What follows belongs to an exercise in optimizing a design on an open flow for small area and a short achievable clock period; a production flow would make more cautious choices. The RTL was checked by simulation tests, not by an equivalence proof against the original design. The flow treats the clock pin as an ideal source, which a real chip does not have. No activity file was given, so power comes from the tool's default toggle rates.

--- flow/config.mk ---
export PLATFORM = sky130hd
export DESIGN_NAME = mem_responder
export DESIGN_NICKNAME = mem_responder
export VERILOG_FILES = /design/flow/design.v
export SDC_FILE = /design/flow/constraint.sdc
export NUM_CORES = 4
export LEC_CHECK = 0
export CAP_MARGIN = 20
export CORE_MARGIN = 2
export CORE_UTILIZATION = 65
export CTS_CLUSTER_DIAMETER = 100
export CTS_CLUSTER_SIZE = 30
export SETUP_SLACK_MARGIN = 2.7
export SLEW_MARGIN = 20
export SYNTH_HIERARCHICAL = 1
export SYNTH_MEMORY_MAX_BITS = 8192
export TNS_END_PERCENT = 20
--- flow/constraint.sdc ---
create_clock -name core_clock -period 5.0 [get_ports {clk}]
set_input_delay 1.0000 -clock core_clock [delete_from_list [all_inputs] [get_ports {clk}]]
set_output_delay 1.0000 -clock core_clock [all_outputs]
set_load 0.01 [all_outputs]
--- flow/design.v ---
package cpu_mem_pkg;
  localparam int WORD_W      = 16;   
  localparam int ADDR_W      = 16;   
  localparam int LATENCY_DEF = 4;    
  localparam int CNT_W       = 4;    
  typedef logic [WORD_W-1:0] word_t;
  typedef enum logic {
    IDLE = 1'b0,
    WAIT = 1'b1
  } state_t;
endpackage
module lat_counter #(
  parameter int W = 4
) (
  input  logic         clk,
  input  logic         rst_n,
  input  logic         load,
  input  logic [W-1:0] load_value,
  input  logic         run,
  output logic         zero
);
  logic [W-1:0] cnt;
  always_ff @(posedge clk or negedge rst_n) begin
    if (!rst_n) begin
      cnt <= '0;
    end else if (load) begin
      cnt <= load_value;
    end else if (run && (cnt != '0)) begin
      cnt <= cnt - 1'b1;
    end
  end
  assign zero = (cnt == '0);
endmodule
module mem_responder #(
  parameter int LATENCY    = cpu_mem_pkg::LATENCY_DEF,   
  parameter int DEPTH_LOG2 = 8              
) (
  input  logic                clk,
  input  logic                rst_n,
  input  logic                enable,
  input  logic                wr,
  input  logic [cpu_mem_pkg::ADDR_W-1:0] addr,
  input  logic [cpu_mem_pkg::WORD_W-1:0] data_in,
  output logic [cpu_mem_pkg::WORD_W-1:0] data_out,
  output logic                ready,
  output logic                busy,
  output logic                valid
);
  localparam int W      = cpu_mem_pkg::WORD_W;
  localparam int NRING  = 64;
  localparam int NG     = 4;                 
  localparam int GS     = 16;                
  logic [2:0]  st, st_nx;
  logic        idle_q, busy_i;
  logic        complete;
  logic        idle_nx;
  logic        accept;
  assign complete = st[2];
  assign ready    = ~busy;
  assign accept   = idle_q & enable;
  assign idle_nx  = idle_q ? ~enable : complete;
  assign st_nx    = idle_nx ? 3'd0 : st + 3'd1;
  always_ff @(posedge clk or negedge rst_n) begin
    if (!rst_n) begin
      st     <= 3'd0;
      idle_q <= 1'b1;
      busy_i <= 1'b0;
      busy   <= 1'b0;
      valid  <= 1'b0;
    end else begin
      valid  <= complete;
      busy   <= ~idle_nx;
      st     <= st_nx;
      idle_q <= (st_nx == 3'd0);
      busy_i <= (st_nx != 3'd0);
    end
  end
  logic [2:0] phase;
  logic [2:0] phase_nx;
  assign phase_nx = phase + 3'd1;
  always_ff @(posedge clk) phase <= phase_nx;
  logic [7:0]   lat_addr, lat_addr_nx;
  logic [W-1:0] lat_data;
  logic         lat_wr, lat_wr_nx;
  assign lat_addr_nx = idle_q ? addr[8:1] : lat_addr;
  assign lat_wr_nx   = idle_q ? wr : lat_wr;
  logic [GS-1:0] sel_lo_q, sel_lo_d;
  logic [3:0]    sel_pa, sel_pb;
  logic [NG-1:0] sel_hi_q;
  for (genvar i = 0; i < GS; i++) begin : g_slo
    assign sel_lo_d[i] = (addr[6:3] == 4'(i));
  end
  for (genvar i = 0; i < 4; i++) begin : g_spre
    assign sel_pa[i] = ~busy_i & (addr[4:3] == 2'(i));
    assign sel_pb[i] = (addr[6:5] == 2'(i));
  end
  logic d_t0, d_t1, d_pd, d_lt, d_hold;
  logic l_t0, l_t1, l_pd, l_hold;
  logic fwd_nx, rd_take_nx, rd_done_nx;
  logic at_tap_nx;
  logic [2:0] pol_nx;
  assign pol_nx = phase_nx - 3'd3;
  logic         pend_v, pend_v_nx;
  logic [7:0]   pend_addr, pend_addr_nx;
  logic [W-1:0] pend_data;
  logic         commit_q, commit_nx;
  logic [NRING-1:0] wen_q;
  logic [W-1:0] wdata_n;
  assign pend_v_nx    = (complete & lat_wr) | (pend_v & ~commit_q);
  assign pend_addr_nx = (complete & lat_wr) ? lat_addr : pend_addr;
  assign commit_nx    = pend_v_nx & ((pend_addr_nx[1:0] + phase_nx[1:0]) == 2'd0);
  assign wdata_n = ~(pend_data ^ {W{phase_nx[2]}});
  assign at_tap_nx = ((lat_addr_nx[1:0] + phase_nx[1:0]) == 2'd0);
  assign fwd_nx     = pend_v_nx & (pend_addr_nx == lat_addr_nx);
  assign rd_take_nx = ~idle_nx & at_tap_nx & ~lat_wr_nx;
  assign rd_done_nx = st_nx[2] & ~lat_wr_nx;
  always_ff @(posedge clk or negedge rst_n) begin
    if (!rst_n) begin
      sel_lo_q <= '0;
      d_t0     <= 1'b0;
      d_t1     <= 1'b0;
      d_pd     <= 1'b0;
      d_lt     <= 1'b0;
      d_hold   <= 1'b1;
    end else begin
      if (idle_q)
        sel_lo_q <= enable ? sel_lo_d : '0;
      else if (complete)
        sel_lo_q <= '0;
      d_t0   <= rd_done_nx & at_tap_nx & ~fwd_nx & ~pol_nx[2];
      d_t1   <= rd_done_nx & at_tap_nx & ~fwd_nx & pol_nx[2];
      d_pd   <= rd_done_nx & at_tap_nx & fwd_nx;
      d_lt   <= rd_done_nx & ~at_tap_nx;
      d_hold <= ~rd_done_nx;
    end
  end
  always_ff @(posedge clk) begin
    pend_v    <= pend_v_nx;
    pend_addr <= pend_addr_nx;
    commit_q  <= commit_nx;
    for (int i = 0; i < NRING; i++)
      wen_q[i] <= commit_nx & (pend_addr_nx[7:2] == 6'(i));
    if (complete && lat_wr) pend_data <= lat_data;
    lat_addr <= lat_addr_nx;
    lat_wr   <= lat_wr_nx;
    if (idle_q) begin
      for (int i = 0; i < NG; i++)
        sel_hi_q[i] <= (addr[8:7] != 2'(i));
    end
    if (idle_q)
      lat_data <= data_in;
    else
      lat_data <= ({W{l_t0}} & tap) | ({W{l_t1}} & ~tap) |
                  ({W{l_pd}} & pend_data) | ({W{l_hold}} & lat_data);
    l_t0   <= rd_take_nx & ~fwd_nx & ~pol_nx[2];
    l_t1   <= rd_take_nx & ~fwd_nx & pol_nx[2];
    l_pd   <= rd_take_nx & fwd_nx;
    l_hold <= ~idle_nx & ~rd_take_nx;
  end
  logic [W-1:0] s0 [NRING];
  logic [W-1:0] s1 [NRING];
  logic [W-1:0] s2 [NRING];
  logic [W-1:0] s3 [NRING];
  logic [W-1:0] s1_nx [NRING];
  for (genvar r = 0; r < NRING; r++) begin : g_ring
    logic wen_n;
    assign wen_n = ~wen_q[r];
    for (genvar b = 0; b < W; b++) begin : g_bit
      mr_mux_inv u_wr (
        .s_n (wen_n),
        .a   (wdata_n[b]),
        .s   (wen_q[r]),
        .b   (s0[r][b]),
        .y   (s1_nx[r][b])
      );
    end
    always_ff @(posedge clk) begin
      s1[r] <= s1_nx[r];
      s2[r] <= s1[r];
      s3[r] <= s2[r];
      s0[r] <= s3[r];
    end
  end
  logic [W-1:0] grp [NG];
  logic [W-1:0] tap;
  for (genvar g = 0; g < NG; g++) begin : g_grp
    logic [W-1:0]  grp_d;
    logic [GS-1:0] sel;
    mr_sel_lo u_sel (
      .pa  (sel_pa),
      .pb  (sel_pb),
      .q   (sel_lo_q),
      .y   (sel)
    );
    for (genvar b = 0; b < W; b++) begin : g_col
      logic [GS-1:0] col;
      for (genvar r = 0; r < GS; r++) begin : g_r
        assign col[r] = s3[g*GS+r][b];
      end
      mr_read_col #(.N(GS)) u_col (
        .d   (col),
        .sel_n (sel),
        .y     (grp_d[b])
      );
    end
    always_ff @(posedge clk) grp[g] <= grp_d;
  end
  for (genvar b = 0; b < W; b++) begin : g_tap
    logic [NG-1:0] col;
    for (genvar g = 0; g < NG; g++) begin : g_g
      assign col[g] = grp[g][b];
    end
    mr_read_col #(.N(NG)) u_col (
      .d   (col),
      .sel_n (sel_hi_q),
      .y     (tap[b])
    );
  end
  always_ff @(posedge clk or negedge rst_n) begin
    if (!rst_n) begin
      data_out <= '0;
    end else begin
      data_out <= ({W{d_t0}} & tap) | ({W{d_t1}} & ~tap) | ({W{d_pd}} & pend_data) |
                  ({W{d_lt}} & lat_data) | ({W{d_hold}} & data_out);
    end
  end
endmodule
module mr_mux_inv (
  input  logic s_n,
  input  logic a,
  input  logic s,
  input  logic b,
  output logic y
);
  assign y = ~((s_n | a) & (s | b));
endmodule
module mr_read_col #(
  parameter int N = 16
) (
  input  logic [N-1:0] d,
  input  logic [N-1:0] sel_n,
  output logic         y
);
  logic [N/2-1:0] pair;
  for (genvar i = 0; i < N/2; i++) begin : g_pair
    mr_mux_inv u_pair (
      .s_n (d[2*i]),
      .a   (sel_n[2*i]),
      .s   (d[2*i+1]),
      .b   (sel_n[2*i+1]),
      .y   (pair[i])
    );
  end
  if (N == 16) begin : g_16
    logic [3:0] a;
    logic [1:0] b;
    for (genvar i = 0; i < 4; i++) begin : g_a
      mr_nor2 u_a (.a(pair[2*i]), .b(pair[2*i+1]), .y(a[i]));
    end
    mr_nand2 u_b0 (.a(a[0]), .b(a[1]), .y(b[0]));
    mr_nand2 u_b1 (.a(a[2]), .b(a[3]), .y(b[1]));
    mr_nor2  u_y  (.a(b[0]), .b(b[1]), .y(y));
  end else begin : g_4
    mr_nor2  u_y  (.a(pair[0]), .b(pair[1]), .y(y));
  end
endmodule
module mr_sel_lo (
  input  logic [3:0]  pa,
  input  logic [3:0]  pb,
  input  logic [15:0] q,
  output logic [15:0] y
);
  for (genvar i = 0; i < 16; i++) begin : g_y
    assign y[i] = ~((pa[i % 4] & pb[i / 4]) | q[i]);
  end
endmodule
module mr_nand2 (
  input  logic a, b,
  output logic y
);
  assign y = ~(a & b);
endmodule
module mr_nor2 (
  input  logic a, b,
  output logic y
);
  assign y = ~(a | b);
endmodule
--- flow/run.sh ---
#!/bin/bash
# synth_recipe.tcl (not shown) runs the flow's synth.tcl, then flattens the netlist and writes it again
# the make line also repeats each setting of config.mk as NAME=value (left out here)
make -C /OpenROAD-flow-scripts/flow DESIGN_CONFIG=/design/flow/config.mk WORK_HOME=/design/flow/orfs CLKGATE_MAP_FILE= SYNTH_SCRIPT=/design/flow/synth_recipe.tcl finish
==> results of run 1 <==
==> modules after synthesis, one instance, submodules excluded, excerpt <==
module | flops+latches | area [sq um] | copies in the design | cells
mem_responder | 4330 | 90200 | 1 | 4838
mr_sel_lo | 0 | 80.1 | 4 | 16
mr_mux_inv | 0 | 6.26 | 1568 | 1
mr_nand2 | 0 | 3.75 | 128 | 1
mr_nor2 | 0 | 3.75 | 336 | 1
==> power groups by stage <==
stage	Combinational (uW)	Sequential (uW)	Clock (uW)
after detailed placement	6710	43300	0
after CTS	7380	42600	16000
after floorplan	3830	42100	0
final	7730	42600	15900
after global routing	8140	43100	17200
after global placement	6580	43100	0
==> cells in the final DEF, fill, tap and decap left out, types with 10 or more instances in the layout <==
master              n
xnor2_4            19
a21oi_4            46
o21a_1             16
mux2i_1            34
nand2_1           167
o21ai_0            20
clkbuf_1           13
buf_12             62
nor2_4             11
nand3_1            23
o22ai_1          1564
dfrtp_1            22
a22oi_1            16
clkbuf_16         169
buf_4             208
dfrtp_2            20
a222oi_1           16
nor2_2             26
a21oi_2            10
edfxtp_1           20
dfxtp_1          4265
clkdlybuf4s50_1    22
a21oi_1            13
xor2_1             13
buf_6              38
nor2_1            381
inv_1              77
==> final timing paths <==
check | startpoint | end | cells after the start
max | addr[6] | grp[0][2] | 11
min | s2[30][3] | s3[30][3] | 0
max reg2reg | phase[0] | wen_q[29] | 7
min reg2reg | s2[30][3] | s3[30][3] | 0
max in group asynchronous | rst_n | valid | 2
min in group asynchronous | rst_n | data_out[7] | 2
==> area by class of cell <==
cell class / count / area (sq um)
sequential: 4330 / 87100
fill: 10300 / 42200
multi-input combinational: 2490 / 15800
clock buffer: 181 / 4250
timing repair buffer: 341 / 3580
tap: 2058 / 2570
inverter: 81 / 320
clock inverter: 10 / 140
timing repair inverter: 1 / 8.76
antenna: 2 / 5.00
==> cell families (layout without fill, tap and decap cells) <==
kind of cell,Yosys count,in the layout,share of synthesized area
AOI/OAI and AO/OA,1735,1736,0.107
adders and majority gates,5,5,0.000613
and+or+nand+nor,665,666,0.0267
DFF,4330,4330,0.854
xor gates and xnor gates,39,40,0.00335
other,0,2,0
buffers and inverters,117,614,0.00452
muxes,43,43,0.00443
==> per-stage QoR <==
step | hold WS, ns | worst slack, ns | area, sq um
CTS | 0.308 | 2.38 | 114000
floorplan | 0.310 | 2.32 | 103000
detailed placement | 0.312 | 0.828 | 106000
global placement | 0.310 | 0.845 | 106000
global route | 0.306 | 2.46 | 114000
finish | 0.309 | 2.51 | 114000
==> routing by layer <==
metal,global-route usage,share of wire,vias to the layer above
met5,0,0.000099,-
met4,0.106,0.037,4
met3,0.0488,0.056,398
met2,0.455,0.45,1487
met1,0.427,0.46,27200
li1,-,-,25500
==> registers in the layout, indices dropped and copies added (netlist names), 3 cells and up <==
signal,count
pend_data,16
wen_q,64
s2,1024
grp,64
sel_hi_q,4
pend_addr,8
data_out,16
s3,1024
s1,1024
sel_lo_q,16
lat_addr,8
s0,1024
lat_data,16
st,3
phase,3
==> timing repair <==
item	4_1_cts	5_1_grt
gates cloned	4	0
setup buffers	164	18
setup endpoints to repair	1092	810
pin swaps	72	7
resized for setup	226	69
==> impl_results.md, run 1 <==
- Required arrival time at the worst endpoint: roughly 5.8 ns
- Top-level I/O count: 55
- Wire per inst: between 20 and 30 um
- R2r setup slk: around 2.5 ns
- Via count of the first global-routing pass: between 50,000 and 60,000
- Cts bufs inserted: 162
- Worst VDD drop: ~0.48 mV
- Launching element type of the critical path: primary input
- Post-synthesis cell type count: 58
- Post-synthesis register bit count: between 4,000 and 5,000
- Switch Pwr: around 17,000 uW
- Global-route wire length before repair: around 350,000 um
- Initial core utilization: 0.654
- Routed via count: 54,500
- Nets: ~7,400
- Placeable core region: between 150,000 and 200,000 sq um
- Area share of the leading cell type in the synthesized netlist: 0.837
- Overall Global Routing Usage: 0.296
- Sequential cell area fraction in the yosys report: 0.854
- CTS tree: done
- Leakage power figure: 0.0453 uW
- Actual slew at the worst max-slew pin: around 0.94 ns
- Mapped Nets: between 6,000 and 7,000
- Grt total ovfl: 0
- Warnings from Yosys: 18
- Number of instances in the synthesized netlist: between 6,000 and 7,000
- Internal Power: 49,100 uW
- Worst path cell trace: clkdlybuf4s50_1, buf_4, nor2b_4, buf_12, buf_12, a21oi_2, buf_4, o22ai_1, nor2_1, nand2_1, nor2_1
- Hold violation count in the final report: 0
- Result of the run: timing/DRC/antenna clean
- Slowest Stage Delay on Critical Path: 0.51 ns
- Clock insertion delay at the later pin of the skew report: 0.81 ns
- Maximum root-to-sink buffer count: 3
- Max-cap violations: 0
- Leading area contributor after synthesis: dfxtp_1
- Final routed wirelength across all metal layers: around 240,000 um
- Share of the clock period used by the worst path after layout: 0.497
- Placed cell count: slightly above 9,000
- Die outline area: 160,000 sq um
- Count of antenna-violating nets left after detailed routing: 0
- Hold Buf Count CTS: 0
- DRC violation count after routing: 0
- Area grow syn2layout: 11.6%
- Critical path endpoint category: flip-flop
- Post-Synthesis Cell Area: around 100,000 sq um
- Initial antenna violation count: 9
- Top cells by area, synth: dfxtp_1, o22ai_1, nor2_1, dfrtp_1, nand2_1
- Final weighted congestion in routability-driven placement: between 0.8 and 0.9
- Finished Layout Cells: about 9,500
- Path category of the worst min-delay check: flip-flop to flip-flop
- Num Clock Sinks: 4,330
- Total chip power: between 60,000 and 70,000 uW
- Setup violation total in the final timing report: 0
- Number of H-tree levels: 4
- Share of cells above drive strength 1: 0.0928
- Drt via density: approximately 5.7
- Leading cell type by number of instances after synthesis: dfxtp_1
- Buffers plus inverters on the worst setup path: 5
- Sequential fraction of design power: 0.644
- Most common library cells after synthesis: dfxtp_1, o22ai_1, nor2_1
- Total negative slack for setup checks: 0 ns
- Final core utilization: 0.730
- Power share of the clock group: 0.240
- Detail Placement HPWL: approximately 140,000 um
- Cell class contributing the biggest share of worst-path delay: buffers and inverters
- Width of the chip: roughly 400 um
- Register clock-pin slew on the reported worst setup and hold paths: approximately 0.1 ns
- Violation count after the first detailed-routing iteration: roughly 4,500
- Number of standard-cell rows in the floorplan: approximately 150
- Final count of pins violating max slew: 0
- Die Height: between 400 and 500 um
- Clock root cell: clkbuf_16
- Critical path data arrival time: between 3 and 4 ns
- Largest net degree at the start of global routing: 65
- Number of flops mapped to enable cells by yosys: 20
- Clock Skew: approximately 0.025 ns
- RSZ-0062 raised after global routing: true
- Avg Inst Size Synth: approximately 15 sq um
- Switching power share of the total: 0.259
- Max Clk Rate: 0.402 GHz
- Comb power frac: 0.117
- Total iterations of the first detailed-routing run: 9
- Max-Slew Margin vs Limit: 0.370
- P per Cell Area: just under 600 nW/um^2
- Time the final worst path needs with I/O delays and setup: approximately 2.5 ns
- Proportion of synthesized flip-flops having asynchronous set or reset: 0.0102
- Crit Path Max Fanout: 16
- # port buffers: 46
- Standard cell with the maximum stage delay on the critical path: clkdlybuf4s50_1
- Primary FF master, synth: dfxtp_1
- Type of the worst setup path: primary input to flip-flop
==> run 2, diff against run 1 <==
==> flow/flow/run.sh (new file) <==
#!/bin/bash
# Layout flow: the standard ORFS flow (standard.sh, all steps through
# finish), with one change: the port buffers that global placement inserts
# are sky130_fd_sc_hd__buf_4 cells instead of the delay-type buffer that
# buffer_ports picks by default, which is slow on the input paths.
# The make output goes to standard_flow.log here; each ORFS step keeps its
# own log under orfs/logs/.
set -euo pipefail
export BUFFER_PORTS_ARGS="-buffer_cell sky130_fd_sc_hd__buf_4"
bash standard.sh finish > standard_flow.log 2>&1
==> flow/standard.sh (new file) <==
#!/bin/bash
# synth_recipe.tcl (not shown) runs the flow's synth.tcl, then flattens the netlist and writes it again
# the make line also repeats each setting of config.mk as NAME=value (left out here)
make -C /OpenROAD-flow-scripts/flow DESIGN_CONFIG=/design/flow/config.mk WORK_HOME=/design/flow/orfs CLKGATE_MAP_FILE= SYNTH_SCRIPT=/design/flow/synth_recipe.tcl "${@:-finish}"
removed: flow/run.sh
==> impl_results.md, run 2 <==
- Post-placement cell area: approximately 110,000 sq um
- Grt total ovfl: 0
- DRC violation count after routing: 0
- Clock Skew: about 0.030 ns
- Required arrival time at the worst endpoint: 4.00 ns
- Critical path endpoint category: output port
- Leading cell type by number of instances after synthesis: dfxtp_1
- Final core utilization: 0.725
- Violation count after the first detailed-routing iteration: about 4,700
- Width of the chip: 400 um
- Routed via count: 54,600
- Met3 global-route usage: 0.0489
- Count of antenna-violating nets left after detailed routing: 0
- Register clock-pin slew on the reported worst setup and hold paths: 0.12 ns
- Final routed wirelength across all metal layers: about 240,000 um
- Via count of the first global-routing pass: ~53,000
- Number of flops mapped to enable cells by yosys: 20
- Final weighted congestion in routability-driven placement: 0.873
- Wire per inst: 25.9 um
- Cell class contributing the biggest share of worst-path delay: flip-flops
- Finished Layout Cells: between 9,000 and 10,000
- Area grow syn2layout: 10.8%
- Warnings from Yosys: 18
- Number of H-tree levels: 4
- Number of instances in the synthesized netlist: 6,934
- Worst path cell trace: inv_2, buf_6
- Initial antenna violation count: 7
- Sequential cell area fraction in the yosys report: 0.854
- Share of the clock period used by the worst path after layout: 0.505
- # port buffers: 46
- Top cells by area, synth: dfxtp_1, o22ai_1, nor2_1, dfrtp_1, nand2_1
- Met1 track demand over resource in global routing: 0.431
- CTS tree: done
- Number of standard-cell rows in the floorplan: around 150
- Final count of pins violating max slew: 0
- Placeable core region: roughly 160,000 sq um
- Cts bufs inserted: roughly 160
- Post-synthesis cell type count: 58
- Most common cell after layout, fill and taps aside: dfxtp_1
- Hold Buf Count CTS: 0
- P per Cell Area: 585 nW/um^2
- Actual slew at the worst max-slew pin: approximately 0.94 ns
- Post-Synthesis Cell Area: roughly 100,000 sq um
- Die Height: 400 um
- Max-cap violations: 0
- Buffers plus inverters on the worst setup path: 2
- Total iterations of the first detailed-routing run: 7
- Path category of the worst min-delay check: primary input to asynchronous set/reset pin
- Avg Inst Size Synth: roughly 15 sq um
- Leakage power figure: ~0.045 uW
- Mapped Nets: 6,975
- Standard cell with the maximum stage delay on the critical path: dfrtp_2
- Nets: between 7,000 and 8,000
- Num Clock Sinks: approximately 4,300
- Clock insertion delay at the later pin of the skew report: between 0.8 and 0.9 ns
- Die outline area: 160,000 sq um
- Initial core utilization: 0.654
- Maximum root-to-sink buffer count: 3
- RSZ-0062 raised after global routing: true
- Area of all placed cells without fillers: 113,000 sq um
- Result of the run: timing/DRC/antenna clean
- Top library cells by usage in the layout, fill and taps aside: dfxtp_1, o22ai_1, nor2_1
- Share of cells above drive strength 1: 0.0845
- Proportion of synthesized flip-flops having asynchronous set or reset: 0.0102
- Most common library cells after synthesis: dfxtp_1, o22ai_1, nor2_1
- Total negative slack for setup checks: 0 ns
- Overall Global Routing Usage: 0.297
- Leading area contributor after synthesis: dfxtp_1
- Max-Slew Margin vs Limit: 0.371
- Global-route wire length before repair: about 350,000 um
- Detail Placement HPWL: roughly 140,000 um
- Largest net degree at the start of global routing: between 50 and 60
- Primary FF master, synth: dfxtp_1
- Critical path data arrival time: ~1.5 ns
- Crit Path Max Fanout: 2
- Area share of the leading cell type in the synthesized netlist: 0.837
- Drt via density: slightly below 6
- Launching element type of the critical path: flip-flop
- Time the final worst path needs with I/O delays and setup: 2.52 ns
- Max Clk Rate: a little under 0.4 GHz
- Top-level I/O count: 55
- Hold violation count in the final report: 0
- Placed cell count: between 9,000 and 10,000
- Fraction of met2 tracks used by global routing: 0.456
- Setup violation total in the final timing report: 0
- Slowest Stage Delay on Critical Path: 0.50 ns
- Post-synthesis register bit count: 4,330
- Clock root cell: clkbuf_16
- Most used routing layer in global routing: met2
- Type of the worst setup path: flip-flop to output port
- Worst VDD drop: roughly 0.48 mV
==> run 2: cell counts after synthesis <==
No cell type changed its count.
==> run 2: worst paths after layout <==
check / startpoint / endpoint / slack (ns) / cells past startpoint
max: busy / ready / 2.48 / 2
min reg2reg: s1[22][2] / s2[22][2] / 0.32 / 0
max reg2reg: phase[1] / s1[5][1] / 2.59 / 7
min in group core_clock: s1[22][2] / s2[22][2] / 0.32 / 0
min: rst_n / data_out[7] / 0.16 / 1
max in group asynchronous: rst_n / valid / 4.29 / 1
==> run 2: cell families after synthesis <==
family | Yosys count | synth area share
DFF | 4330 | 0.854
and+or+nand+nor | 665 | 0.0267
AOI/OAI and AO/OA | 1735 | 0.107
xor gates and xnor gates | 39 | 0.00335
muxes | 43 | 0.00443
buffers and inverters | 117 | 0.00452
adders and majority gates | 5 | 0.000613
==> run 2: cell type report <==
class | instances | area, sq um
Timing Repair inverter | 1 | 8.76
Sequential cell | 4330 | 87100
Clock buffer | 177 | 4170
Clock inverter | 11 | 156
Multi-Input combinational cell | 2490 | 15700
Inverter | 81 | 325
Fill cell | 10400 | 43000
Antenna cell | 3 | 7.51
Timing Repair Buffer | 274 | 2930
Tap cell | 2058 | 2570
==> run 2: metrics by stage <==
step                power (uW)  hold slack [ns]  setup slack [ns]
global route             68300            0.187              2.44
floorplan                45900            0.310              2.32
global placement         49700            0.310              1.23
detailed placement       50000            0.312              1.35
finish                   66100            0.164              2.48
CTS                      65700            0.165              2.45
==> run 2: modules after synthesis, one instance, submodules excluded, a selection <==
module / flops+latches / cells / times used
mem_responder: 4330 / 4838 / 1
mr_mux_inv: 0 / 1 / 1568
mr_nand2: 0 / 1 / 128
mr_nor2: 0 / 1 / 336
mr_sel_lo: 0 / 16 / 4
==> run 2: routing by layer <==
metal	routed length [um]	vias to the layer above
met5	69	-
met4	8440	10
met3	15100	401
met2	110000	1585
met1	110000	27300
li1	-	25400
==> run 2: what timing repair did <==
| action | 4_1_cts | 5_1_grt |
|---|---|---|
| resized for setup | 118 | 76 |
| pin swaps | 37 | 37 |
| gates cloned | 3 | 3 |
| setup buffers | 51 | 83 |
| endpoints found under the setup margin | 1162 | 777 |
==> run 2: power breakdown <==
| part | total, uW | internal (uW) | switching (uW) |
|---|---|---|---|
| combinational | 7690 | 2770 | 4920 |
| sequential | 42600 | 40100 | 2520 |
| clock | 15800 | 6070 | 9730 |
==> run 3, diff against run 2 <==
--- a/flow/design.v
+++ b/flow/design.v
@@ -84,6 +84,7 @@
   logic         lat_wr, lat_wr_nx;
   assign lat_addr_nx = idle_q ? addr[8:1] : lat_addr;
   assign lat_wr_nx   = idle_q ? wr : lat_wr;
+  logic [W-1:0]  tap;
   logic [GS-1:0] sel_lo_q, sel_lo_d;
   logic [3:0]    sel_pa, sel_pb;
   logic [NG-1:0] sel_hi_q;
@@ -182,7 +183,6 @@
     end
   end
   logic [W-1:0] grp [NG];
-  logic [W-1:0] tap;
   for (genvar g = 0; g < NG; g++) begin : g_grp
     logic [W-1:0]  grp_d;
     logic [GS-1:0] sel;
==> impl_results.md, run 3 <==
- Result of the run: timing/DRC/antenna clean
- Via count of the first global-routing pass: between 50,000 and 60,000
- Share of cells above drive strength 1: 0.0845
- Proportion of synthesized flip-flops having asynchronous set or reset: 0.0102
- Type of the worst setup path: flip-flop to output port
- Initial antenna violation count: 7
- Detail Placement HPWL: roughly 140,000 um
- Overall Global Routing Usage: 0.297
- # port buffers: 46
- Area of all placed cells without fillers: about 110,000 sq um
- Placeable core region: ~160,000 sq um
- Initial core utilization: 0.654
- Max-Slew Margin vs Limit: 0.371
- Number of H-tree levels: 4
- Critical path data arrival time: 1.52 ns
- Switching power share of the total: 0.260
- Count of antenna-violating nets left after detailed routing: 0
- Power share of the clock group: 0.239
- Area share of the leading cell type in the synthesized netlist: 0.837
- Number of flops mapped to enable cells by yosys: 20
- Clock insertion delay at the later pin of the skew report: around 0.85 ns
- Final routed wirelength across all metal layers: ~240,000 um
- Die outline area: around 160,000 sq um
- Hold Buf Count CTS: 0
- Internal Power: a little under 50,000 uW
- Grt total ovfl: 0
- RSZ-0062 raised after global routing: true
- Actual slew at the worst max-slew pin: 0.941 ns
- Mapped Nets: 6,975
- Num Clock Sinks: between 4,000 and 5,000
- Clock Skew: approximately 0.03 ns
- Primary FF master, synth: dfxtp_1
- Sequential cell area fraction in the yosys report: 0.854
- Avg Inst Size Synth: 14.7 sq um
- Wire per inst: 25.9 um
- P per Cell Area: 585 nW/um^2
- Post-Synthesis Cell Area: a little over 100,000 sq um
- Sequential fraction of design power: 0.645
- Final core utilization: 0.725
- Post-synthesis register bit count: 4,330
- Total negative slack for setup checks: 0 ns
- Switch Pwr: roughly 17,000 uW
- CTS tree: done
- Comb power frac: 0.116
- Final count of pins violating max slew: 0
- Most common library cells after synthesis: dfxtp_1, o22ai_1, nor2_1
- Top-level I/O count: between 50 and 60
- Number of standard-cell rows in the floorplan: 145
- Launching element type of the critical path: flip-flop
- Post-synthesis cell type count: 58
- Crit Path Max Fanout: 2
- Final weighted congestion in routability-driven placement: 0.873
- Max Clk Rate: 0.396 GHz
- Violation count after the first detailed-routing iteration: 4,727
- Register clock-pin slew on the reported worst setup and hold paths: 0.12 ns
- Time the final worst path needs with I/O delays and setup: around 2.5 ns
- Post-placement cell area: about 110,000 sq um
- Hold violation count in the final report: 0
- Max-cap violations: 0
- Most common cell after layout, fill and taps aside: dfxtp_1
- Top cells by area, synth: dfxtp_1, o22ai_1, nor2_1, dfrtp_1, nand2_1
- Die Height: between 400 and 500 um
- Leading cell type by number of instances after synthesis: dfxtp_1
- Top library cells by usage in the layout, fill and taps aside: dfxtp_1, o22ai_1, nor2_1
- DRC violation count after routing: 0
- Largest net degree at the start of global routing: 57
- Width of the chip: ~400 um
- Routed via count: between 50,000 and 60,000
- Warnings from Yosys: 18
- Setup violation total in the final timing report: 0
- Global-route wire length before repair: between 300,000 and 400,000 um
- Nets: ~7,400
- Total iterations of the first detailed-routing run: 7
- Required arrival time at the worst endpoint: 4.00 ns
- Area grow syn2layout: 10.8%
- Clock root cell: clkbuf_16
- Number of instances in the synthesized netlist: around 7,000
- Drt via density: 5.80
- Path category of the worst min-delay check: primary input to asynchronous set/reset pin
- Share of the clock period used by the worst path after layout: 0.505
- Worst VDD drop: about 0.48 mV
- Maximum root-to-sink buffer count: 3
- Leading area contributor after synthesis: dfxtp_1
- Critical path endpoint category: output port
- Cts bufs inserted: 162
- Leakage power figure: roughly 0.045 uW
run 3: cell counts in the layout (fill, tap and decap cells not counted):
Identical to the previous run, type by type.
run 3: Yosys stat by module, one instance, submodules excluded, a selection:
module / cells inside / cell area [sq um] / times used / flops+latches
mr_nor2: 1 / 3.75 / 336 / 0
mem_responder: 4838 / 90200 / 1 / 4330
mr_nand2: 1 / 3.75 / 128 / 0
mr_sel_lo: 16 / 80.1 / 4 / 0
mr_mux_inv: 1 / 6.26 / 1568 / 0
run 3: kinds of logic (layout without fill, tap and decap cells):
family	after synthesis	in the layout	share of synthesized area
AND/OR/NAND/NOR	665	666	0.0267
flip-flops	4330	4330	0.854
adder cells (fa/ha/maj)	5	5	0.000613
buffers and inverters	117	544	0.00452
other	0	3	0
AO/OA/AOI/OAI	1735	1736	0.107
XOR/XNOR	39	40	0.00335
multiplexers	43	43	0.00443
run 3: metal layers:
layer / track usage / vias to the layer above / routed length (um)
li1: - / 25400 / -
met1: 0.431 / 27300 / 110000
met2: 0.456 / 1585 / 110000
met3: 0.0489 / 401 / 15100
met4: 0.0997 / 10 / 8440
met5: 0 / - / 69
run 3: final timing paths:
| check | startpoint | to | slack [ns] | depth (start not counted) |
|---|---|---|---|---|
| setup / recovery | busy | ready | 2.48 | 2 |
| hold / removal | rst_n | data_out[7] | 0.16 | 1 |
| setup reg to reg | phase[1] | s1[5][1] | 2.59 | 7 |
| hold reg to reg | s1[22][2] | s2[22][2] | 0.32 | 0 |
| max in group asynchronous | rst_n | valid | 4.29 | 1 |
| min in group core_clock | s1[22][2] | s2[22][2] | 0.32 | 0 |
run 3: final cells by class:
type                            instances  area, sq um
Timing Repair Buffer                  274         2930
Multi-Input combinational cell       2490        15700
Clock inverter                         11          156
Antenna cell                            3         7.51
Inverter                               81          325
Tap cell                             2058         2570
Timing Repair inverter                  1         8.76
Clock buffer                          177         4170
Sequential cell                      4330        87100
Fill cell                           10400        43000
run 3: through the flow:
stage | setup slack [ns] | power, uW | hold WS [ns] | instances
after floorplan | 2.32 | 45900 | 0.310 | 6934
after global placement | 1.23 | 49700 | 0.310 | 9092
after detailed placement | 1.35 | 50000 | 0.312 | 9094
after CTS | 2.45 | 65700 | 0.165 | 9336
after global routing | 2.44 | 68300 | 0.187 | 9423
final | 2.48 | 66100 | 0.164 | 9425
run 3: critical path, cell delays in order, from the launching register on:
cell	delay [ns]
dfrtp_2	0.50
inv_2	0.08
buf_6	0.09
run 3: power groups by stage:
| stage | Sequential [uW] | Clock [uW] | Combinational, uW |
|---|---|---|---|
| finish | 42600 | 15800 | 7690 |
| CTS | 42600 | 16000 | 7150 |
| global placement | 43100 | 0 | 6570 |
| global route | 43100 | 17100 | 8080 |
| floorplan | 42100 | 0 | 3830 |
| detailed placement | 43300 | 0 | 6690 |
run 3: repair_timing:
item / CTS / global route
setup endpoints to repair: 1162 / 777
resized for setup: 118 / 76
buffers inserted: 51 / 83
pin swaps: 37 / 37
hold endpoints to repair: 0 / 0
cloned: 3 / 3
==> run 4, diff against run 3 <==
==> flow/flow/run.sh (replaced) <==
#!/bin/bash
# Layout flow: the standard ORFS flow (standard.sh, all steps through
# finish), with two changes:
# - the port buffers that global placement inserts are
#   sky130_fd_sc_hd__buf_4 cells instead of the delay-type buffer that
#   buffer_ports picks by default, which is slow on the input paths;
# - before clock tree synthesis, flow/pre_cts.tcl moves each flip-flop that
#   drives an output-port buffer next to that buffer (then legalizes), so
#   the flip-flop's output wire is short.
# The make output goes to standard_flow.log here; each ORFS step keeps its
# own log under orfs/logs/.
set -euo pipefail
here=$(pwd)
export BUFFER_PORTS_ARGS="-buffer_cell sky130_fd_sc_hd__buf_4"
export PRE_CTS_TCL="$here/flow/pre_cts.tcl"
bash standard.sh finish > standard_flow.log 2>&1
==> flow/flow/pre_cts.tcl (new file) <==
# Move each flip-flop that drives an output-port buffer next to that buffer,
# then legalize: shortens the flip-flop's output wire.
set block [ord::get_db_block]
set moved 0
foreach bterm [$block getBTerms] {
  if {[$bterm getIoType] ne "OUTPUT"} continue
  set net [$bterm getNet]
  if {$net eq "NULL"} continue
  set buf ""
  foreach it [$net getITerms] { if {[$it isOutputSignal]} { set buf [$it getInst] } }
  if {$buf eq ""} continue
  set innet ""
  foreach it [$buf getITerms] { if {[$it isInputSignal] && [$it getNet] ne "NULL"} { set innet [$it getNet] } }
  if {$innet eq ""} continue
  set drv ""
  foreach it [$innet getITerms] { if {[$it isOutputSignal]} { set drv [$it getInst] } }
  if {$drv eq ""} continue
  if {![string match "*__df*" [[$drv getMaster] getName]]} continue
  set loc [$buf getLocation]
  $drv setLocation [lindex $loc 0] [lindex $loc 1]
  $drv setPlacementStatus PLACED
  incr moved
}
puts "pre_cts hook: moved $moved output flip-flops next to their port buffers"
detailed_placement
==> impl_results.md, run 4 <==
- Top cells by area, synth: dfxtp_1, o22ai_1, nor2_1, dfrtp_1, nand2_1
- Cell class contributing the biggest share of worst-path delay: simple AND/OR/NAND/NOR gates
- Cts bufs inserted: 162
- Area grow syn2layout: 10.6%
- Avg Inst Size Synth: 14.7 sq um
- Post-placement cell area: ~110,000 sq um
- Via count of the first global-routing pass: 53,400
- Worst path cell trace: nand2_8, buf_6, nand2_4, nand2_4, ha_4, xnor2_4, xnor2_4, buf_12, or4b_4, buf_12, nor2_4
- Path category of the worst min-delay check: flip-flop to flip-flop
- Count of antenna-violating nets left after detailed routing: 0
- Top library cells by usage in the layout, fill and taps aside: dfxtp_1, o22ai_1, nor2_1
- Total iterations of the first detailed-routing run: 6
- Actual slew at the worst max-slew pin: 1.01 ns
- Final weighted congestion in routability-driven placement: 0.873
- Nets: approximately 7,400
- Top-level I/O count: 55
- Worst hold slack after final layout: slightly above 0.3 ns
- Hold violation count in the final report: 0
- Final count of pins violating max slew: 0
- Final routed wirelength across all metal layers: 246,000 um
- Placeable core region: between 150,000 and 200,000 sq um
- Met3 global-route usage: 0.0427
- Register area: roughly 87,000 sq um
- Violation count after the first detailed-routing iteration: between 4,000 and 5,000
- Crit Path Max Fanout: 8
- WHS Path Cells: 0
- Clock Skew: 0.0308 ns
- Global-route wire length before repair: ~350,000 um
- R2r setup slk: ~2.6 ns
- Slowest Stage Delay on Critical Path: 0.61 ns
- Leading cell type by number of instances after synthesis: dfxtp_1
- Most used routing layer in global routing: met2
- Area share of the leading cell type in the synthesized netlist: 0.837
- RSZ-0062 raised after global routing: true
- Result of the run: timing/DRC/antenna clean
- CTS tree: done
- Time the final worst path needs with I/O delays and setup: around 2.4 ns
- Die Height: about 400 um
- Standard cell with the maximum stage delay on the critical path: or4b_4
- Multi-input gate area in the final layout: 15,700 sq um
- Critical register-to-register path startpoint: st[2]
- Max-cap violations: 0
- Type of the worst setup path: flip-flop to flip-flop
- Number of instances in the synthesized netlist: 6,934
- Depth of the most critical reg-to-reg path: 11
- Total negative slack for setup checks: 0 ns
- Launching element type of the critical path: flip-flop
- Number of flops mapped to enable cells by yosys: 20
- Clock insertion delay at the later pin of the skew report: between 0.8 and 0.9 ns
- Overall Global Routing Usage: 0.300
- Count of cell instances traversed by the critical path: 11
- Leakage power figure: around 0.045 uW
- Wire per inst: roughly 26 um
- Worst Hold Endpoint: s3[31][1]
- Number of standard-cell rows in the floorplan: 145
- Max Clk Rate: 0.418 GHz
- R2R Path End: wen_q[3]
- Leading area contributor after synthesis: dfxtp_1
- Routed via count: approximately 55,000
- Die outline area: roughly 160,000 sq um
- Grt total ovfl: 0
- Buffers plus inverters on the worst setup path: 3
- Worst VDD drop: between 0.5 and 0.6 mV
- Share of the clock period used by the worst path after layout: 0.478
- DRC violation count after routing: 0
- Filler cells: slightly above 10,000
- Initial core utilization: 0.654
- Share of cells above drive strength 1: 0.0834
- Critical path data arrival time: roughly 3.2 ns
- Met1 track demand over resource in global routing: 0.440
- Proportion of synthesized flip-flops having asynchronous set or reset: 0.0102
- # port buffers: 46
- Post-synthesis cell type count: slightly below 60
- P per Cell Area: between 500 and 600 nW/um^2
- Most common library cells after synthesis: dfxtp_1, o22ai_1, nor2_1
- Register clock-pin slew on the reported worst setup and hold paths: 0.12 ns
- Num Clock Sinks: around 4,300
- Critical path endpoint category: flip-flop
- Sequential cell area fraction in the yosys report: 0.854
- Area of all placed cells without fillers: about 110,000 sq um
- Required arrival time at the worst endpoint: 5.76 ns
- Final core utilization: 0.724
- Setup violation total in the final timing report: 0
- Fraction of met2 tracks used by global routing: 0.462
- Width of the chip: between 400 and 500 um
- Mapped Nets: about 7,000
- Max-Slew Margin vs Limit: 0.328
- Worst setup slack before clock tree synthesis: between 1 and 1.5 ns
- Post-synthesis register bit count: 4,330
- Hold Buf Count CTS: 0
- Primary FF master, synth: dfxtp_1
- Drt via density: about 5.8
- Initial antenna violation count: 10
- Detail Placement HPWL: about 140,000 um
- Post-Synthesis Cell Area: just over 100,000 sq um
- Warnings from Yosys: 18
- Most common cell after layout, fill and taps aside: dfxtp_1
- Largest net degree at the start of global routing: 57
- Slack of the critical path: 2.61 ns
- Worst Min Path Start: s2[31][1]
-- run 4: changes by cell type in the layout (fill, tap and decap cells not counted), sizes merged --
cell / change
clkinv: -2
a21oi: -1
a21o: +1
buf: -5
clkbuf: +9
nor2: -1
diode: -1
-- run 4: report_power, final --
group / switching (uW) / leakage (uW) / internal, uW
clock: 9610 / 0.00217 / 6210
combinational: 5190 / 0.00635 / 2770
sequential: 2410 / 0.0363 / 40100
-- run 4: layout make-up --
cell class / instances / area share
sequential: 4330 / 0.772
multi-input combinational: 2489 / 0.139
clock buffer: 189 / 0.0381
timing repair buffer: 266 / 0.0239
tap: 2058 / 0.0228
inverter: 81 / 0.00288
clock inverter: 9 / 0.00120
timing repair inverter: 1 / 0.0000776
antenna: 2 / 0.0000443
-- run 4: stage by stage --
| stage | total power (uW) | instances |
|---|---|---|
| 5_1_grt | 68500 | 9424 |
| 3_5_place_dp | 50000 | 9094 |
| 3_3_place_gp | 49700 | 9092 |
| 2_1_floorplan | 45900 | 6934 |
| 4_1_cts | 66000 | 9364 |
| 6_report | 66300 | 9425 |
-- run 4: metal layers --
metal | up-vias | wire [um]
met4 | 6 | 8290
met2 | 1546 | 111000
met3 | 375 | 14600
li1 | 25300 | -
met1 | 27400 | 112000
met5 | - | 41
-- run 4: timing repair --
item	in CTS	in global routing
setup endpoints to repair	1162	877
gates cloned	4	0
buffers inserted	68	59
gates resized for setup	132	53
pin swaps	45	27
endpoints found under the hold margin	0	0
-- run 4: cells by family (layout without fill, tap and decap cells) --
| family | count (synthesis) | after routing | share of synthesized area |
|---|---|---|---|
| AO/OA/AOI/OAI | 1735 | 1736 | 0.107 |
| XOR/XNOR | 39 | 40 | 0.00335 |
| adder cells (fa/ha/maj) | 5 | 5 | 0.000613 |
| buffers and inverters | 117 | 546 | 0.00452 |
| flip-flops | 4330 | 4330 | 0.854 |
| multiplexers | 43 | 43 | 0.00443 |
| other | 0 | 2 | 0 |
| AND/OR/NAND/NOR | 665 | 665 | 0.0267 |
-- run 4: worst max path at each step --
stage                        from    endpoint  slack [ns]
final                       st[2]    wen_q[3]        2.61
after global routing         busy       ready        2.54
after CTS                    busy       ready        2.53
after detailed placement  addr[3]   grp[2][2]        1.35
after global placement    addr[4]  grp[2][13]        1.23
after floorplan           addr[3]   grp[0][0]        2.32
-- run 4: per-module statistics from Yosys (local to each module, per instance), a selection --
| module | cell area [sq um] | copies in the design |
|---|---|---|
| mr_nand2 | 3.75 | 128 |
| mr_mux_inv | 6.26 | 1568 |
| mr_nor2 | 3.75 | 336 |
| mr_sel_lo | 80.1 | 4 |
| mem_responder | 90200 | 1 |
==> run 5, diff against run 4 <==
--- a/flow/config.mk
+++ b/flow/config.mk
@@ -9,7 +9,7 @@
 export CORE_MARGIN = 2
 export CORE_UTILIZATION = 65
 export CTS_CLUSTER_DIAMETER = 100
-export CTS_CLUSTER_SIZE = 30
+export CTS_CLUSTER_SIZE = 26
 export SETUP_SLACK_MARGIN = 2.7
 export SLEW_MARGIN = 20
 export SYNTH_HIERARCHICAL = 1
==> impl_results.md, run 5 <==
- Final weighted congestion in routability-driven placement: around 0.87
- Routed via count: between 50,000 and 60,000
- Total negative slack for setup checks: 0 ns
- Launching element type of the critical path: flip-flop
- Number of flops mapped to enable cells by yosys: 20
- Cts bufs inserted: roughly 180
- Actual slew at the worst max-slew pin: 0.949 ns
- Compound-cell area share of the yosys netlist: 0.107
- Overall Global Routing Usage: 0.299
- Post-Synthesis Cell Area: roughly 100,000 sq um
- Final count of pins violating max slew: 0
- Crit Path Max Fanout: 8
- RSZ-0062 raised after global routing: true
- Most common cell after layout, fill and taps aside: dfxtp_1
- Filler cells: 10,300
- Area share of the leading cell type in the synthesized netlist: 0.837
- Max-cap violations: 0
- Leading area contributor after synthesis: dfxtp_1
- Buffers plus inverters on the worst setup path: 2
- Hold violation count in the final report: 0
- Initial core utilization: 0.654
- Largest family of logic cells by synthesized area: compound AO/OA/AOI/OAI gates
- Max-Slew Margin vs Limit: 0.367
- Placeable core region: between 150,000 and 200,000 sq um
- Post-placement cell area: 106,000 sq um
- Worst VDD drop: roughly 0.51 mV
- P per Cell Area: 592 nW/um^2
- Critical path endpoint category: flip-flop
- Final routed wirelength across all metal layers: 245,000 um
- Worst setup slack before clock tree synthesis: about 1.3 ns
- Clock insertion delay at the later pin of the skew report: approximately 0.83 ns
- CTS tree: done
- Type of the worst setup path: flip-flop to flip-flop
- Cell class contributing the biggest share of worst-path delay: simple AND/OR/NAND/NOR gates
- Register clock-pin slew on the reported worst setup and hold paths: around 0.11 ns
- Post-synthesis cell type count: 58
- Top cells by area, synth: dfxtp_1, o22ai_1, nor2_1, dfrtp_1, nand2_1
- # port buffers: 46
- Drt via density: just under 6
- Proportion of synthesized flip-flops having asynchronous set or reset: 0.0102
- Grt total ovfl: 0
- Area grow syn2layout: 11.2%
- Largest net degree at the start of global routing: 57
- Initial antenna violation count: 10
- Clock Skew: around 0.033 ns
- Number of instances in the synthesized netlist: just under 7,000
- Result of the run: timing/DRC/antenna clean
- Detail Placement HPWL: 144,000 um
- Num Clock Sinks: 4,330
- Leakage power figure: 0.0450 uW
- Time the final worst path needs with I/O delays and setup: ~2.4 ns
- Die outline area: approximately 160,000 sq um
- Standard cell with the maximum stage delay on the critical path: or4b_4
- Total chip power: roughly 67,000 uW
- Required arrival time at the worst endpoint: roughly 5.8 ns
- Most common library cells after synthesis: dfxtp_1, o22ai_1, nor2_1
- Mux contribution to synthesized area: 0.00443
- Path category of the worst min-delay check: flip-flop to flip-flop
- Total iterations of the first detailed-routing run: 6
- Count of antenna-violating nets left after detailed routing: 0
- Global-route wire length before repair: between 300,000 and 400,000 um
- Violation count after the first detailed-routing iteration: between 4,000 and 5,000
- Xor and xnor area share after synthesis: 0.00335
- Hold Buf Count CTS: 0
- Critical path data arrival time: 3.15 ns
- Via count of the first global-routing pass: between 50,000 and 60,000
- Wire per inst: roughly 26 um
- Most prevalent standard cell on the critical path: nand2_4
- Area of all placed cells without fillers: around 110,000 sq um
- Share of cells above drive strength 1: 0.0851
- Share of the clock period used by the worst path after layout: 0.479
- Mapped Nets: 6,975
- Sequential cell area fraction in the yosys report: 0.854
- Setup violation total in the final timing report: 0
- Warnings from Yosys: 18
- Worst path cell trace: nand2_8, buf_6, nand2_4, nand2_4, ha_4, a21o_4, buf_4, or4b_4, nor2_1
- Slowest Stage Delay on Critical Path: just over 0.7 ns
- Post-synthesis register bit count: 4,330
- Avg Inst Size Synth: between 10 and 15 sq um
- Synth Area in Adders: 0.000613
- Leading cell type by number of instances after synthesis: dfxtp_1
- Top library cells by usage in the layout, fill and taps aside: dfxtp_1, o22ai_1, nor2_1
- Die Height: about 400 um
- Width of the chip: approximately 400 um
- Primary FF master, synth: dfxtp_1
- Number of standard-cell rows in the floorplan: roughly 150
- R2r setup slk: roughly 2.6 ns
- Nets: around 7,400
- Max Clk Rate: 0.418 GHz
- Top-level I/O count: 55
- DRC violation count after routing: 0
- Slack of the critical path: ~2.6 ns
- Simple-gate share of the synthesized area: 0.0267
-- run 5: final cells by class --
| type | instances | area (sq um) | share of cell area |
|---|---|---|---|
| inverter | 81 | 325 | 0.00287 |
| clock inverter | 13 | 219 | 0.00193 |
| timing repair inverter | 1 | 8.76 | 0.0000772 |
| sequential | 4330 | 87100 | 0.768 |
| antenna | 3 | 7.51 | 0.0000662 |
| clock buffer | 208 | 4760 | 0.0419 |
| timing repair buffer | 255 | 2640 | 0.0233 |
| multi-input combinational | 2490 | 15800 | 0.139 |
| tap | 2058 | 2570 | 0.0227 |
-- run 5: worst paths after layout --
| path | end | startpoint | cells after the start |
|---|---|---|---|
| worst max-delay path | wen_q[30] | st[2] | 9 |
| worst min-delay path | s2[20][0] | s1[20][0] | 0 |
| worst max register to register | wen_q[30] | st[2] | 9 |
| worst min register to register | s2[20][0] | s1[20][0] | 0 |
| max in group asynchronous | st[2] | rst_n | 1 |
| min in group asynchronous | sel_lo_q[9] | rst_n | 1 |
-- run 5: per-stage QoR --
step | utilization | cells | hold slack [ns]
finish | 0.727 | 9439 | 0.315
global route | 0.727 | 9436 | 0.319
CTS | 0.721 | 9379 | 0.292
detailed placement | 0.681 | 9094 | 0.312
global placement | 0.680 | 9092 | 0.310
floorplan | - | 6934 | 0.310
-- run 5: power breakdown --
| group | internal, uW | leakage, uW | total [uW] | switching, uW |
|---|---|---|---|---|
| logic | 2750 | 0.00632 | 7950 | 5200 |
| clock network | 6840 | 0.00242 | 16600 | 9810 |
| registers | 40100 | 0.0363 | 42500 | 2410 |
-- run 5: cells by family (layout without fill, tap and decap cells) --
| kind of cell | Yosys count | count (layout) |
|---|---|---|
| compound gates | 1735 | 1736 |
| xor+xnor | 39 | 40 |
| fa+ha+maj | 5 | 5 |
| buf+inv | 117 | 558 |
| flops | 4330 | 4330 |
| mux | 43 | 43 |
| other cells | 0 | 3 |
| simple gates | 665 | 666 |
-- run 5: what timing repair did --
action | CTS | global route
pin swaps | 52 | 24
setup buffers | 61 | 55
cloned | 3 | 2
setup endpoints to repair | 1162 | 853
gates resized for setup | 134 | 53
-- run 5: per-module statistics from Yosys, one instance, submodules excluded, excerpt --
module	cell area, sq um	copies in the design	flip-flops and latches	cells inside
mem_responder	90200	1	4330	4838
mr_mux_inv	6.26	1568	0	1
mr_nand2	3.75	128	0	1
mr_nor2	3.75	336	0	1
mr_sel_lo	80.1	4	0	16
-- run 5: metal layers --
metal	vias up	wire length, um	share of wire	global-route usage
met4	8	7850	0.032	0.0940
met1	27400	111000	0.45	0.438
met3	395	15800	0.064	0.0473
met5	-	53	0.00022	0
li1	25400	-	-	-
met2	1617	110000	0.45	0.462
==> run 6, diff against run 5 <==
--- a/flow/config.mk
+++ b/flow/config.mk
@@ -9,8 +9,8 @@
 export CORE_MARGIN = 2
 export CORE_UTILIZATION = 65
 export CTS_CLUSTER_DIAMETER = 100
-export CTS_CLUSTER_SIZE = 26
-export SETUP_SLACK_MARGIN = 2.7
+export CTS_CLUSTER_SIZE = 30
+export SETUP_SLACK_MARGIN = 2.6
 export SLEW_MARGIN = 20
 export SYNTH_HIERARCHICAL = 1
 export SYNTH_MEMORY_MAX_BITS = 8192
==> impl_results.md, run 6 <==
- Buffers plus inverters on the worst setup path: 1
- Primary FF master, synth: dfxtp_1
- Multi-input gate area in the final layout: 15,600 sq um
- R2r setup slk: approximately 2.5 ns
- Num Clock Sinks: 4,330
- Mapped Nets: 6,975
- Register area: approximately 87,000 sq um
- Drt via density: a little under 6
- Filler cells: 10,300
- Count of cell instances traversed by the critical path: 1
- Fraction of met2 tracks used by global routing: 0.449
- Max Clk Rate: around 0.39 GHz
- Critical register-to-register path startpoint: phase[1]
- Total chip power: 65,800 uW
- Slowest Stage Delay on Critical Path: ~0.56 ns
- Total negative slack for setup checks: 0 ns
- Critical path data arrival time: 1.56 ns
- Crit Path Max Fanout: 2
- Global-route wire length before repair: around 350,000 um
- Number of instances in the synthesized netlist: between 6,000 and 7,000
- Leakage power figure: roughly 0.044 uW
- Origin of the worst setup path: data_out[9]
- Leading cell type by number of instances after synthesis: dfxtp_1
- Routed via count: between 50,000 and 60,000
- Grt total ovfl: 0
- Placeable core region: approximately 160,000 sq um
- Register clock-pin slew on the reported worst setup and hold paths: 0.10 ns
- Cts bufs inserted: around 160
- Sequential cell area fraction in the yosys report: 0.854
- Nets: about 7,300
- Most common library cells after synthesis: dfxtp_1, o22ai_1, nor2_1
- Max-cap violations: 0
- Proportion of synthesized flip-flops having asynchronous set or reset: 0.0102
- Detail Placement HPWL: 144,000 um
- Post-Synthesis Cell Area: between 100,000 and 150,000 sq um
- Max-Slew Margin vs Limit: 0.206
- # port buffers: 46
- Top cells by area, synth: dfxtp_1, o22ai_1, nor2_1, dfrtp_1, nand2_1
- Number of standard-cell rows in the floorplan: around 150
- Top library cells by usage in the layout, fill and taps aside: dfxtp_1, o22ai_1, nor2_1
- Met3 global-route usage: 0.0550
- Launching element type of the critical path: flip-flop
- Post-synthesis register bit count: 4,330
- Final count of pins violating max slew: 0
- Time the final worst path needs with I/O delays and setup: 2.56 ns
- DRC violation count after routing: 0
- Violation count after the first detailed-routing iteration: between 4,000 and 5,000
- Area share of the leading cell type in the synthesized netlist: 0.837
- Post-placement cell area: between 100,000 and 150,000 sq um
- Setup violation total in the final timing report: 0
- Warnings from Yosys: 18
- Largest net degree at the start of global routing: 45
- Path category of the worst min-delay check: primary input to asynchronous set/reset pin
- Met1 track demand over resource in global routing: 0.425
- Leading area contributor after synthesis: dfxtp_1
- Cell class contributing the biggest share of worst-path delay: flip-flops
- Post-synthesis cell type count: 58
- Initial core utilization: 0.654
- R2R Path End: s1[31][15]
- P per Cell Area: between 500 and 600 nW/um^2
- Share of the clock period used by the worst path after layout: 0.511
- Clock Skew: ~0.035 ns
- Actual slew at the worst max-slew pin: 1.19 ns
- Final routed wirelength across all metal layers: 243,000 um
- Wire per inst: about 26 um
- Critical path endpoint category: output port
- Top-level I/O count: 55
- Worst path cell trace: buf_4
- Share of cells above drive strength 1: 0.0741
- Die Height: around 400 um
- Die outline area: between 150,000 and 200,000 sq um
- Count of antenna-violating nets left after detailed routing: 0
- Width of the chip: 400 um
- Depth of the most critical reg-to-reg path: 7
- Clock insertion delay at the later pin of the skew report: 0.82 ns
- Overall Global Routing Usage: 0.295
- Required arrival time at the worst endpoint: 4.00 ns
- Type of the worst setup path: flip-flop to output port
- Area grow syn2layout: 9.90%
- Most used routing layer in global routing: met2
- RSZ-0062 raised after global routing: true
- CTS tree: done
- Initial antenna violation count: 13
- Via count of the first global-routing pass: 53,300
- Worst setup path endpoint: data_out[9]
- Final weighted congestion in routability-driven placement: roughly 0.88
- Area of all placed cells without fillers: roughly 110,000 sq um
- Most common cell after layout, fill and taps aside: dfxtp_1
- Standard cell with the maximum stage delay on the critical path: dfrtp_1
- Hold violation count in the final report: 0
- Number of flops mapped to enable cells by yosys: 20
- Worst VDD drop: 0.405 mV
- Total iterations of the first detailed-routing run: 7
- Avg Inst Size Synth: approximately 15 sq um
- Result of the run: timing/DRC/antenna clean
==> run 6: kinds of logic after synthesis <==
family,share of synthesized area
compound gates,0.107
flops,0.854
buf+inv,0.00452
mux,0.00443
xor+xnor,0.00335
fa+ha+maj,0.000613
simple gates,0.0267
==> run 6: worst register-to-register path, delay by kind of cell (launching register included) <==
kind / cells / cell delay [ns]
buffers and inverters: 3 / 1.06
flip-flops: 1 / 0.35
adder cells (fa/ha/maj): 1 / 0.27
AO/OA/AOI/OAI: 1 / 0.29
XOR/XNOR: 2 / 0.37
==> run 6: modules after synthesis (local to each module, per instance), excerpt <==
module | flops+latches | cell area, sq um | cells
mr_nor2 | 0 | 3.75 | 1
mr_mux_inv | 0 | 6.26 | 1
mr_nand2 | 0 | 3.75 | 1
mr_sel_lo | 0 | 80.1 | 16
mem_responder | 4330 | 90200 | 4838
==> run 6: report_power, final <==
group	leakage (uW)	switching (uW)	total (uW)	internal [uW]
logic	0.00602	5000	7500	2500
clock network	0.00214	9570	15700	6120
registers	0.0363	2520	42600	40100
==> run 6: cell type report <==
cell class,count,share of cell area
Clock inverter,11,0.00133
Antenna cell,1,0.0000223
Sequential cell,4330,0.777
Timing Repair inverter,1,0.0000781
Clock buffer,185,0.0377
Timing Repair Buffer,222,0.0187
Tap cell,2058,0.0230
Inverter,81,0.00290
Multi-Input combinational cell,2489,0.139
==> run 6: worst min path at each step <==
| stage | endpoint | slack (ns) | cells after the start |
|---|---|---|---|
| 2_1_floorplan | s2[0][0] | 0.31 | 0 |
| 3_3_place_gp | s2[24][15] | 0.31 | 0 |
| 3_5_place_dp | s3[12][3] | 0.31 | 0 |
| 4_1_cts | data_out[2] | 0.24 | 1 |
| 5_1_grt | data_out[2] | 0.25 | 1 |
| 6_report | data_out[2] | 0.26 | 1 |
==> run 6: metal layers <==
layer | wire, um | vias up
met2 | 108000 | 1527
li1 | - | 25200
met1 | 110000 | 27100
met5 | 53 | -
met3 | 15600 | 379
met4 | 8870 | 8
==> run 6: stage by stage <==
step,hold WS (ns),util,instances,worst slack (ns)
floorplan,0.310,-,6934,2.32
global placement,0.310,0.680,9093,1.32
detailed placement,0.312,0.680,9093,1.25
CTS,0.239,0.710,9304,2.22
global route,0.251,0.719,9378,2.43
finish,0.264,0.719,9378,2.44
==> run 6: what timing repair did <==
item / CTS / global route
setup endpoints to repair: 1094 / 532
pin swaps: 9 / 25
gates cloned: 1 / 2
gates resized for setup: 50 / 58
hold buffers: 0 / 0
setup buffers: 14 / 70
==> run 7, diff against run 6 <==
--- a/flow/design.v
+++ b/flow/design.v
@@ -185,13 +185,15 @@
   logic [W-1:0] grp [NG];
   for (genvar g = 0; g < NG; g++) begin : g_grp
     logic [W-1:0]  grp_d;
-    logic [GS-1:0] sel;
-    mr_sel_lo u_sel (
-      .pa  (sel_pa),
-      .pb  (sel_pb),
-      .q   (sel_lo_q),
-      .y   (sel)
-    );
+    logic [GS-1:0] sel [2];
+    for (genvar h = 0; h < 2; h++) begin : g_half
+      mr_sel_lo u_sel (
+        .pa  (sel_pa),
+        .pb  (sel_pb),
+        .q   (sel_lo_q),
+        .y   (sel[h])
+      );
+    end
     for (genvar b = 0; b < W; b++) begin : g_col
       logic [GS-1:0] col;
       for (genvar r = 0; r < GS; r++) begin : g_r
@@ -199,7 +201,7 @@
       end
       mr_read_col #(.N(GS)) u_col (
         .d   (col),
-        .sel_n (sel),
+        .sel_n (sel[b / (W / 2)]),
         .y     (grp_d[b])
       );
     end
--- a/flow/config.mk
+++ b/flow/config.mk
@@ -10,7 +10,7 @@
 export CORE_UTILIZATION = 65
 export CTS_CLUSTER_DIAMETER = 100
 export CTS_CLUSTER_SIZE = 30
-export SETUP_SLACK_MARGIN = 2.6
+export SETUP_SLACK_MARGIN = 2.7
 export SLEW_MARGIN = 20
 export SYNTH_HIERARCHICAL = 1
 export SYNTH_MEMORY_MAX_BITS = 8192
==> impl_results.md, run 7 <==
- Type of the worst setup path: flip-flop to flip-flop
- Most common library cells after synthesis: dfxtp_1, o22ai_1, nor2_1
- Violation count after the first detailed-routing iteration: approximately 4,400
- Path category of the worst min-delay check: primary input to asynchronous set/reset pin
- CTS tree: done
- Total negative slack for setup checks: 0 ns
- Die Height: between 400 and 500 um
- Initial core utilization: 0.655
- Setup violation total in the final timing report: 0
- Area grow syn2layout: 9.97%
- Area of all placed cells without fillers: 113,000 sq um
- DRC violation count after routing: 0
- Number of standard-cell rows in the floorplan: 145
- Number of instances in the synthesized netlist: around 7,000
- Clock insertion delay at the later pin of the skew report: 0.85 ns
- Overall Global Routing Usage: 0.299
- P per Cell Area: around 600 nW/um^2
- Worst VDD drop: roughly 0.45 mV
- Leading area contributor after synthesis: dfxtp_1
- Sequential cell area fraction in the yosys report: 0.851
- Critical path endpoint category: flip-flop
- Primary FF master, synth: dfxtp_1
- Width of the chip: around 400 um
- Placeable core region: 156,000 sq um
- Max-cap violations: 0
- Largest net degree at the start of global routing: 45
- Largest family of logic cells by synthesized area: compound AO/OA/AOI/OAI gates
- Top cells by area, synth: dfxtp_1, o22ai_1, nor2_1, dfrtp_1, a21oi_1
- Required arrival time at the worst endpoint: between 5 and 6 ns
- Finished Layout Cells: ~9,400
- Area share of the leading cell type in the synthesized netlist: 0.834
- Simple-gate share of the synthesized area: 0.0266
- Warnings from Yosys: 22
- Crit Path Max Fanout: 14
- Synth Area in Adders: 0.000611
- Via count of the first global-routing pass: about 54,000
- Worst hold slack after final layout: 0.235 ns
- Drt via density: 5.81
- Critical path data arrival time: ~3.2 ns
- Post-synthesis register bit count: between 4,000 and 5,000
- Mux contribution to synthesized area: 0.00441
- Hold Buf Count CTS: 0
- Top-level I/O count: 55
- Nets: roughly 7,400
- Compound-cell area share of the yosys netlist: 0.110
- Wire per inst: roughly 26 um
- Proportion of synthesized flip-flops having asynchronous set or reset: 0.0102
- Max-Slew Margin vs Limit: 0.184
- RSZ-0062 raised after global routing: true
- Placed cell count: 9,162
- Die outline area: approximately 160,000 sq um
- Final core utilization: 0.720
- Avg Inst Size Synth: ~15 sq um
- Top library cells by usage in the layout, fill and taps aside: dfxtp_1, o22ai_1, nor2_1
- Num Clock Sinks: roughly 4,300
- Xor and xnor area share after synthesis: 0.00334
- Count of antenna-violating nets left after detailed routing: 0
- Share of cells above drive strength 1: 0.0857
- # port buffers: between 40 and 50
- Post-synthesis cell type count: 58
- Clock Skew: roughly 0.027 ns
- Detail Placement HPWL: 151,000 um
- Grt total ovfl: 0
- Total iterations of the first detailed-routing run: 6
- Final weighted congestion in routability-driven placement: around 0.9
- Most common cell after layout, fill and taps aside: dfxtp_1
- Hold violation count in the final report: 0
- Leakage power figure: between 0.04 and 0.05 uW
- Share of the clock period used by the worst path after layout: 0.485
- Actual slew at the worst max-slew pin: ~1.2 ns
- Final count of pins violating max slew: 0
- Mapped Nets: 7,039
- Post-Synthesis Cell Area: about 100,000 sq um
- Post-placement cell area: 106,000 sq um
- Cts bufs inserted: approximately 160
- Register clock-pin slew on the reported worst setup and hold paths: between 0.1 and 0.15 ns
- Leading cell type by number of instances after synthesis: dfxtp_1
- Result of the run: timing/DRC/antenna clean
- Global-route wire length before repair: between 300,000 and 400,000 um
- Initial antenna violation count: 15
- Routed via count: roughly 55,000
- Launching element type of the critical path: flip-flop
- Max Clk Rate: 0.412 GHz
- Final routed wirelength across all metal layers: 245,000 um
- Time the final worst path needs with I/O delays and setup: between 2 and 2.5 ns
- Number of flops mapped to enable cells by yosys: 20
run 7: report_power, final:
group	switching (uW)	internal [uW]
Clock	9620	6140
Combinational	5070	2670
Sequential	2530	40100
run 7: path summary, 6_finish.rpt:
path | startpoint | end | slack (ns) | depth (start not counted)
setup / recovery | st[2] | wen_q[5] | 2.57 | 8
max in group asynchronous | rst_n | data_out[14] | 4.12 | 1
setup reg to reg | st[2] | wen_q[5] | 2.57 | 8
hold / removal | rst_n | valid | 0.24 | 1
min in group core_clock | s1[22][3] | s2[22][3] | 0.32 | 0
hold reg to reg | s1[22][3] | s2[22][3] | 0.32 | 0
run 7: routing by layer:
layer | GRT usage | wire (um) | vias to the layer above
met2 | 0.448 | 107000 | 1564
met1 | 0.426 | 111000 | 27400
li1 | - | - | 25500
met4 | 0.129 | 10900 | 17
met5 | 0 | 260 | -
met3 | 0.0595 | 15900 | 425
run 7: stage by stage:
step | setup WS, ns | total power [uW]
2_1_floorplan | 2.32 | 45900
3_3_place_gp | 1.41 | 49600
3_5_place_dp | 1.34 | 49900
4_1_cts | 2.54 | 65800
5_1_grt | 2.54 | 68300
6_report | 2.57 | 66100
run 7: layout make-up:
cell class,count,area [sq um]
Tap cell,2058,2570
Inverter,81,320
Timing Repair inverter,1,8.76
Sequential cell,4330,87100
Fill cell,10400,43800
Antenna cell,6,15.0
Timing Repair Buffer,214,1980
Multi-Input combinational cell,2553,16100
Clock inverter,11,149
Clock buffer,184,4240
run 7: per-module statistics from Yosys, one instance, submodules excluded, a selection:
module | times used | flip-flops and latches
mr_nand2 | 128 | 0
mem_responder | 1 | 4330
mr_sel_lo | 8 | 0
mr_mux_inv | 1568 | 0
mr_nor2 | 336 | 0
run 7: what timing repair did:
action,in CTS,in global routing
gates cloned,3,1
setup endpoints to repair,1067,717
buffers inserted,56,14
pin swaps,45,13
gates resized for setup,205,99
run 7: critical path, cell delays in order, from the launching register on:
cell and delay [ns]:
dfrtp_4 0.48, nand2_8 0.09, buf_6 0.14, buf_4 0.14, buf_4 0.18, nor3b_1 0.21
a31oi_1 0.12, or4_4 0.74, nor2_1 0.24
run 7: kinds of logic after synthesis:
| logic type | Yosys count |
|---|---|
| mux | 43 |
| fa+ha+maj | 5 |
| compound gates | 1799 |
| flops | 4330 |
| simple gates | 665 |
| xor+xnor | 39 |
| buf+inv | 117 |

[static timing again, ports no longer ideal]
Ports are ideal in the flow. The routed layouts listed here were re-timed in OpenROAD. Step 1 assumes that a clkbuf_16 drives the clock port and a buf_2 every other input. Step 2 adds t to the input delays and takes it off the output delays; t is the mean of the earliest and latest rising clock arrival at the registers after step 1. Input paths then give back, and output paths get back, about the clock's delay inside the block. Slacks: ideal / step 1 / step 2; pairs: ideal / step 1.
| run | t, ns | setup slack, ns | clock arrival spread, ns | worst data-port slew with drivers (ns) | pins driven straight from the clock port |
|---|---|---|---|---|---|
| run 1 | 0.891 | 2.514 / 2.433 / 1.601 | 0.030 / 0.031 | 0.13 | 1 |
| run 2 | 0.923 | 2.477 / 2.390 / 1.755 | 0.032 / 0.032 | 0.13 | 1 |
| run 3 | 0.923 | 2.477 / 2.390 / 1.755 | 0.032 / 0.032 | 0.13 | 1 |
| run 4 | 0.898 | 2.609 / 2.519 / 1.725 | 0.031 / 0.032 | 0.13 | 1 |
| run 5 | 0.906 | 2.607 / 2.515 / 1.740 | 0.036 / 0.036 | 0.13 | 1 |
| run 6 | 0.895 | 2.444 / 2.355 / 1.628 | 0.037 / 0.037 | 0.24 | 1 |
| run 7 | 0.923 | 2.573 / 2.497 / 1.732 | 0.033 / 0.032 | 0.18 | 1 |
After both steps setup and hold are still met in every run listed. For run 1, which loses most, drivers alone change the setup slack by -0.081 ns; drivers and shift together by -0.913 ns.
